Source: an optimization exercise on an open RTL-to-GDS flow (aim: small area). Production flows keep margins and buffers that such runs may drop. The RTL was checked by simulation tests, not by an equivalence proof against the original design.

Setup of fjord:
// eth_tx_top
module eth_tx_top
(
    input  logic        clk,
    input  logic        rst_n,
    input  logic        tx_start,
    input  logic [1:0]  tx_kind,
    input  logic        arp_op,
    input  logic [47:0] des_mac,
    input  logic [31:0] des_ip,
    input  logic [15:0] payload_len,
    input  logic [7:0]  payload_data,
    output logic        rdy,
    output logic [1:0]  busy_kind,
    output logic        payload_req,
    output logic        gmii_tx_en,
    output logic [7:0]  gmii_txd
);
export LEC_CHECK = 0
export CAP_MARGIN = 0
export CORE_MARGIN = 2
export CORE_UTILIZATION = 40
export SLEW_MARGIN = 0
create_clock -name core_clock -period 5.0 [get_ports {clk}]
standard.sh (not shown) runs the stock make flow with config.mk's settings and CLKGATE_MAP_FILE= SYNTH_SCRIPT=/design/flow/synth_recipe.tcl, a recipe that flattens the netlist after the stock synthesis.
==> flow/flow/run.sh <==
#!/bin/bash
# Synthesis as the standard one but with an area-oriented abc script (flow/area.abc),
# then the standard layout with buf_1 port buffers and a clkbuf_8 clock tree without
# dummy loads. Each make run's full output goes to its own log here.
set -euo pipefail
W=$PWD
export FLOW_ABC_SCRIPT=$W/flow/area.abc
make -C "$FLOW_HOME" DESIGN_CONFIG=$W/config.mk WORK_HOME=$W/orfs CLKGATE_MAP_FILE= \
  SYNTH_SCRIPT=$W/flow/synth_area.tcl synth > synth_flow.log 2>&1
export BUFFER_PORTS_ARGS="-buffer_cell sky130_fd_sc_hd__buf_1"
export CTS_ARGS="-sink_clustering_enable -repair_clock_nets -dont_use_dummy_load -buf_list sky130_fd_sc_hd__clkbuf_8"
bash standard.sh > standard_flow.log 2>&1
==> flow/flow/area.abc <==
strash
&get -n
&fraig -x
&put
scorr
dc2
balance
rewrite
refactor
balance
rewrite
rewrite -z
balance
refactor -z
rewrite -z
balance
strash
&get -n
&dch -f
&nf -R 1000 -p
&put
==> flow/flow/synth_area.tcl <==
# synth_recipe.tcl with one change: abc maps the combinational logic with flow/area.abc
# (an area-recovering script) in place of ORFS's speed script. Registers are untouched.
proc synth {args} { yosys synth -nofsm -noshare {*}$args }
proc abc {args} {
  set i [lsearch -exact $args -script]
  if { $i >= 0 } {
    set args [lreplace $args [expr {$i + 1}] [expr {$i + 1}] $::env(FLOW_ABC_SCRIPT)]
  }
  yosys abc {*}$args
}
source $::env(SCRIPTS_DIR)/synth.tcl
# left out here: clear keep_hierarchy, flatten, clean up, hide names made inside functions, write 1_2_yosys.v
fjord: all stages complete, timing, DRC and antenna checks passed
For amber, these inputs were changed with respect to fjord:
Settings: setting GPL_TIMING_DRIVEN to 0 for the first time.
==> flow/flow/run.sh <==
#!/bin/bash
# The standard layout, with the port buffers as buf_1 and a clock tree of clkbuf_8
# without dummy loads; make's full output goes to standard_flow.log here
set -euo pipefail
export BUFFER_PORTS_ARGS="-buffer_cell sky130_fd_sc_hd__buf_1"
export CTS_ARGS="-sink_clustering_enable -repair_clock_nets -dont_use_dummy_load -buf_list sky130_fd_sc_hd__clkbuf_8"
bash standard.sh > standard_flow.log 2>&1
removed: flow/flow/area.abc
removed: flow/flow/synth_area.tcl
Findings:
Measured against amber, the placement-stage cell area of fjord comes out at 0.941 times the reference value. Count of non-CTS inverters in the layout, fjord and amber: higher on amber. Of fjord and amber, amber shows the higher wire length of the first global-routing pass, with fjord below it.
Relative to amber, the following input files were edited for umber:
diff --git a/flow/flow/run.sh b/flow/flow/run.sh
--- a/flow/flow/run.sh
+++ b/flow/flow/run.sh
@@ -2,2 +2,3 @@
-# The standard layout, with the port buffers as buf_1 and a clock tree of clkbuf_8
-# without dummy loads; make's full output goes to standard_flow.log here
+# Synthesis as the standard one but with an area-oriented abc script (flow/area.abc),
+# then the standard layout with buf_1 port buffers and a clkbuf_8 clock tree without
+# dummy loads. Each make run's full output goes to its own log here.
@@ -4,0 +6,4 @@
+W=$PWD
+export FLOW_ABC_SCRIPT=$W/flow/area.abc
+make -C "$FLOW_HOME" DESIGN_CONFIG=$W/config.mk WORK_HOME=$W/orfs CLKGATE_MAP_FILE= \
+  SYNTH_SCRIPT=$W/flow/synth_area.tcl synth > synth_flow.log 2>&1
==> flow/flow/area.abc (new file) <==
strash
&get -n
&fraig -x
&put
scorr
dc2
balance
rewrite
refactor
balance
rewrite
rewrite -z
balance
refactor -z
rewrite -z
balance
strash
&get -n
&dch -f
&nf -R 1000 -p
&put
==> flow/flow/synth_area.tcl (new file) <==
# synth_recipe.tcl with one change: abc maps the combinational logic with flow/area.abc
# (an area-recovering script) in place of ORFS's speed script. Registers are untouched.
proc synth {args} { yosys synth -nofsm -noshare {*}$args }
proc abc {args} {
  set i [lsearch -exact $args -script]
  if { $i >= 0 } {
    set args [lreplace $args [expr {$i + 1}] [expr {$i + 1}] $::env(FLOW_ABC_SCRIPT)]
  }
  yosys abc {*}$args
}
source $::env(SCRIPTS_DIR)/synth.tcl
# left out here: clear keep_hierarchy, flatten, clean up, hide names made inside functions, write 1_2_yosys.v
==> comparison <==
- umber reached the final stage; the timing, DRC and antenna checks on its layout passed.
- umber against amber: sequential cell area share saw an increase; global-route usage saw a decrease; die boundary height saw a decrease; critical path arrival saw an increase.

port drivers added, routing unchanged:
Ports are ideal in the flow. The routed layouts listed here were re-timed in OpenROAD. Step 1: set_driving_cell puts a clkbuf_16 on clk and a buf_2 on each other input, an assumption about the parent block. Step 2 moves the port delays by t, midway between the first and last clock arrival at a register: inputs arrive t later, outputs are due t later. That takes back most of the time a late clock gives input paths. Slacks: ideal ports / drivers / drivers and shift; pairs: ideal ports / drivers.
run	t, ns	setup slack, ns	hold slack, ns	latest minus earliest clock arrival (ns)	slew at the worst register clock pin (ns)
fjord	0.492	0.228 / 0.228 / 0.228	0.328 / 0.328 / 0.328	0.040 / 0.039	0.10 / 0.10
amber	0.484	0.241 / 0.241 / 0.241	0.301 / 0.301 / 0.301	0.061 / 0.061	0.12 / 0.12
umber	0.501	0.185 / 0.185 / 0.185	0.327 / 0.327 / 0.327	0.033 / 0.034	0.10 / 0.10
After both steps every run listed still meets setup and hold.
